Source: an optimization exercise on an open RTL-to-GDS flow (aim: small area). Production flows keep margins and buffers that such runs may drop. The RTL was checked by simulation tests, not by an equivalence proof against the original design. The clock port is modelled as an ideal driver, which makes a skipped or thinned clock tree look cheaper than it is; a real chip needs a root buffer or a tree. No activity file was given, so power comes from the tool's default toggle rates.

==> flow/design.v (excerpt) <==
module calc_top #(
    parameter int CLKS_PER_BIT    = 16,
    parameter int DEBOUNCE_CYCLES = 8
) (
    input  logic             clk,
    input  logic             rstn,
    input  logic             rxd,
    input  logic             key,
    output logic             txd,
    output calc_pkg::ascii_t digit_tens,
    output calc_pkg::ascii_t digit_units
);
==> module uart_tx, before the edit <==
module uart_tx (
    input  logic       clk,
    input  logic       rstn,
    input  logic       press,
    input  logic [3:0] sh_t,
    input  logic [3:0] sh_u,
    input  logic       sh_nb,
    output logic       txd
);
    logic       sec;     
    logic [7:0] k;
    logic [3:0] cap_t;
    logic [3:0] cap_u;
    logic       cap_nb;
    logic       wait_q;   
    logic       jump;
    logic [3:0] cur;
    logic       dbit;
    assign wait_q = sec && (k[7:4] == 4'h1) && k[1];
    assign jump   = (wait_q && k[0]) || (!sec && k == 8'h0f);
    always_ff @(posedge clk or negedge rstn) begin
        if (!rstn) begin
            sec <= 1'b1;
            k   <= 8'h12;
        end else if (jump) begin
            sec <= ~sec;
            k   <= 8'h6f;
        end else if (!(wait_q && !press)) begin
            k <= k + 8'd1;
        end
    end
    always_ff @(posedge clk) begin
        if (wait_q) begin
            cap_t  <= sh_t;
            cap_u  <= sh_u;
            cap_nb <= sh_nb;
        end
    end
    assign cur = sec ? cap_u : cap_t;
    always_comb begin
        case (k[6:4])
            3'd0, 3'd1, 3'd2, 3'd3: dbit = cur[k[5:4]];
            3'd4, 3'd5:             dbit = sec ? cap_nb : 1'b1;
            default:                dbit = 1'b0;
        endcase
    end
    assign txd = k[7] ? dbit : (k[6:4] != 3'd7);
endmodule
==> module calc_fsm, before the edit <==
module calc_fsm (
    input  logic             clk,
    input  logic             rstn,
    input  logic             rx_valid,
    input  calc_pkg::ascii_t rx_data,
    output logic [3:0]       sh_t,
    output logic [3:0]       sh_u,
    output logic             sh_nb
);
    localparam logic [2:0] S_TENS  = 3'd0;
    localparam logic [2:0] S_BUF   = 3'd1;
    localparam logic [2:0] S_UNITS = 3'd2;
    localparam logic [2:0] S_OPER  = 3'd3;
    localparam logic [2:0] S_CALC  = 3'd4;
    localparam logic [2:0] S_CALC2 = 3'd5;
    logic [2:0] s;
    logic [3:0] d;        
    logic [1:0] op_q;
    logic [3:0] r_t, r_u;
    logic [3:0] q_t, q_u;
    logic       is_digit, is_op, is_space, is_equal, is_clear;
    logic [1:0] key_op;
    logic [3:0] key_val;
    logic [3:0] b_t, b_u;      
    logic [3:0] y_t, y_u;
    logic       sub;
    logic [3:0] s_t, s_u;
    logic       cout;
    logic       b_nz, q_nz;
    logic       is_div, is_sub, is_mul;
    logic       step;
    logic [3:0] qd_t, qd_u;    
    logic [3:0] res_t, res_u;
    always_comb begin
        is_digit = (rx_data[7:4] == 4'h3) && (rx_data[3:0] <= 4'h9);
        is_space = (rx_data == 8'h20);
        is_equal = (rx_data == 8'h3d);
        is_clear = (rx_data == 8'h63);
        is_op    = (rx_data == 8'h2a) || (rx_data == 8'h2b) ||
                   (rx_data == 8'h2d) || (rx_data == 8'h2f);
        key_op   = {rx_data[2], rx_data[1] ^ rx_data[0]};
        key_val  = rx_data[3:0];
    end
    assign is_div = (op_q == calc_pkg::OP_DIV);
    assign is_sub = (op_q == calc_pkg::OP_SUB);
    assign is_mul = (op_q == calc_pkg::OP_MUL);
    assign b_t  = (s == S_BUF || s == S_UNITS) ? 4'd0 : sh_t;
    assign b_u  = (s == S_BUF || s == S_UNITS) ? d    : sh_u;
    assign b_nz = (b_t != 4'd0) || (b_u != 4'd0);
    assign q_nz = (q_t != 4'd0) || (q_u != 4'd0);
    assign y_t = (is_sub && q_u == 4'd0) ? 4'd8 : b_t;
    assign y_u = (is_sub && q_u == 4'd0) ? 4'd4 : b_u;
    assign sub = is_div || (is_sub && q_u != 4'd0);
    ascii_alu i_alu (
        .r_t  (r_t),
        .r_u  (r_u),
        .y_t  (y_t),
        .y_u  (y_u),
        .sub  (sub),
        .s_t  (s_t),
        .s_u  (s_u),
        .cout (cout)
    );
    assign step = is_div ? (cout && b_nz) : q_nz;
    always_comb begin
        qd_u = q_u - 4'd1;
        qd_t = q_t;
        if (q_u == 4'd0) begin
            qd_u = 4'd9;
            qd_t = q_t - 4'd1;
        end
    end
    assign res_t = is_div ? {~(q_t[3] | q_t[2] | q_t[1]), q_t[2] ^ q_t[1], q_t[1], ~q_t[0]} : r_t;
    assign res_u = is_div ? {~(q_u[3] | q_u[2] | q_u[1]), q_u[2] ^ q_u[1], q_u[1], ~q_u[0]} : r_u;
    always_ff @(posedge clk or negedge rstn) begin
        if (!rstn) begin
            s     <= S_TENS;
            sh_nb <= 1'b0;
            sh_t  <= 4'd0;
            sh_u  <= 4'd0;
        end else if (rx_valid && is_clear) begin
            s     <= S_TENS;
            sh_nb <= 1'b0;
            sh_t  <= 4'd0;
            sh_u  <= 4'd0;
        end else if (s == S_CALC2) begin
            sh_t <= res_t;
            sh_u <= res_u;
            s    <= S_OPER;
        end else if (rx_valid) begin
            case (s)
                S_TENS: if (is_digit) s <= S_BUF;
                S_BUF:  if (is_space) s <= S_UNITS;
                S_UNITS: begin
                    if (is_digit) begin
                        sh_t  <= d;
                        sh_u  <= key_val;
                        s     <= sh_nb ? S_CALC : S_OPER;
                        sh_nb <= 1'b1;
                    end else if (sh_nb ? is_equal : is_op) begin
                        sh_t  <= 4'd0;
                        sh_u  <= d;
                        s     <= sh_nb ? S_CALC2 : S_TENS;
                        sh_nb <= 1'b1;
                    end
                end
                S_OPER: if (is_op) s <= S_TENS;
                S_CALC: if (is_equal) begin
                    sh_t <= res_t;
                    sh_u <= res_u;
                    s    <= S_OPER;
                end
                default: ;
            endcase
        end
    end
    always_ff @(posedge clk) begin
        if (rx_valid && s == S_TENS)
            d <= key_val;
        if (rx_valid && (s == S_OPER || (s == S_UNITS && !sh_nb)))
            op_q <= key_op;
    end
    always_ff @(posedge clk) begin
        if (rx_valid && is_digit && !s[2]) begin
            r_t <= is_mul ? 4'd0 : sh_t;
            r_u <= is_mul ? 4'd0 : sh_u;
            q_t <= is_mul ? sh_t : (is_div ? 4'd9 : 4'd0);
            q_u <= is_mul ? sh_u : (is_div ? 4'd9 : 4'd1);
        end else if (step) begin
            r_t <= s_t;
            r_u <= s_u;
            if (is_sub) begin
                q_t <= {3'd0, ~cout & (q_u != 4'd0)};
                q_u <= 4'd0;
            end else begin
                q_t <= qd_t;
                q_u <= qd_u;
            end
        end
    end
endmodule
Settings: LEC_CHECK=0, ABC_AREA=1, CAP_MARGIN=20, CORE_MARGIN=2, CORE_UTILIZATION=70, SLEW_MARGIN=20; clock period 40.0 ns.
standard.sh (not shown) runs the stock make flow with config.mk's settings and CLKGATE_MAP_FILE= SYNTH_SCRIPT=/design/flow/synth_recipe.tcl, a recipe that flattens the netlist after the stock synthesis.
==> flow/flow/run.sh <==
#!/bin/bash
# The standard flow's layout, with: synthesis logic mapped by an area-oriented abc script
# (area.abc) and no adder extraction (same flip-flops), unit-size port
# buffers, and a small clock tree built by cts_hook.tcl instead of an H-tree.
set -eo pipefail
F=$(pwd)/flow
bash standard.sh finish \
  "SYNTH_SCRIPT=$F/synth.tcl" \
  "ADDER_MAP_FILE=" \
  "BUFFER_PORTS_ARGS=-buffer_cell sky130_fd_sc_hd__buf_1" \
  "PRE_CTS_TCL=$F/cts_hook.tcl" \
  > standard_run.log 2>&1
Other scripts of this flow, unchanged in this note and not shown: flow/flow/area.abc, flow/flow/cts_hook.tcl, flow/flow/synth.tcl
The first run ran to the end with no violations.
Next try:
--- a/flow/design.v
+++ b/flow/design.v
@@ -59,25 +59,30 @@
     logic [3:0] cap_t;
     logic [3:0] cap_u;
     logic       cap_nb;
-    logic       wait_q;   
-    logic       jump;
+    logic       idle;
     logic [3:0] cur;
     logic       dbit;
-    assign wait_q = sec && (k[7:4] == 4'h1) && k[1];
-    assign jump   = (wait_q && k[0]) || (!sec && k == 8'h0f);
+    assign idle = sec && (k[7:4] == 4'h1) && k[1];
     always_ff @(posedge clk or negedge rstn) begin
         if (!rstn) begin
             sec <= 1'b1;
             k   <= 8'h12;
-        end else if (jump) begin
-            sec <= ~sec;
-            k   <= 8'h6f;
-        end else if (!(wait_q && !press)) begin
-            k <= k + 8'd1;
+        end else begin
+            if (idle) begin
+                if (press) begin
+                    sec <= 1'b0;
+                    k   <= 8'h6e;
+                end
+            end else if (k == 8'h0f && !sec) begin
+                sec <= 1'b1;
+                k   <= 8'h6f;
+            end else begin
+                k <= k + 8'd1;
+            end
         end
     end
     always_ff @(posedge clk) begin
-        if (wait_q) begin
+        if (k == 8'h6e && !sec) begin
             cap_t  <= sh_t;
             cap_u  <= sh_u;
             cap_nb <= sh_nb;
@@ -237,9 +242,9 @@
         end
     end
     always_ff @(posedge clk) begin
-        if (rx_valid && s == S_TENS)
+        if (rx_valid && is_digit && s == S_TENS)
             d <= key_val;
-        if (rx_valid && (s == S_OPER || (s == S_UNITS && !sh_nb)))
+        if (rx_valid && is_op && (s == S_OPER || (s == S_UNITS && !sh_nb)))
             op_q <= key_op;
     end
     always_ff @(posedge clk) begin
Global-route usage goes down by 0.11 points.
Clock power barely changes.
Utilization drops by 0.39 points.
Total power shrinks by 15%.
Register-to-register slack improves by 1.2 ns.
Final area shrinks by 0.51%.
Die area fell by 0.63%.
Via count went down by 0.42%.
Setup slack is worse by 0.021 ns.
Routed wire length drops by 2.3%.
Worst hold slack gets worse by 0.016 ns.
No run of this note takes its clock network from TritonCTS; it comes from the design's own scripts or RTL.

-- port drivers added, routing unchanged --
In the flow no input, the clock included, has a driving cell. The finished layouts below were timed again as built, in two steps.
Step 1: set_driving_cell puts a clkbuf_16 on clk and a buf_2 on each other input, an assumption about the parent block.
Step 2 also shifts input and output timing later by t, the mid clock arrival at the registers, as if the neighbouring blocks saw the same clock.
Slacks: no drivers / after step 1 / after step 2; pairs: no drivers / after step 1.
| run | t (ns) | slack for setup (ns) | worst register clock-pin slew, ns |
|---|---|---|---|
| the first run | 0.435 | 29.928 / 29.902 / 30.337 | 0.09 / 0.09 |
| the second run | 0.453 | 29.907 / 29.882 / 30.334 | 0.12 / 0.12 |
After both steps every run listed still meets setup and hold.
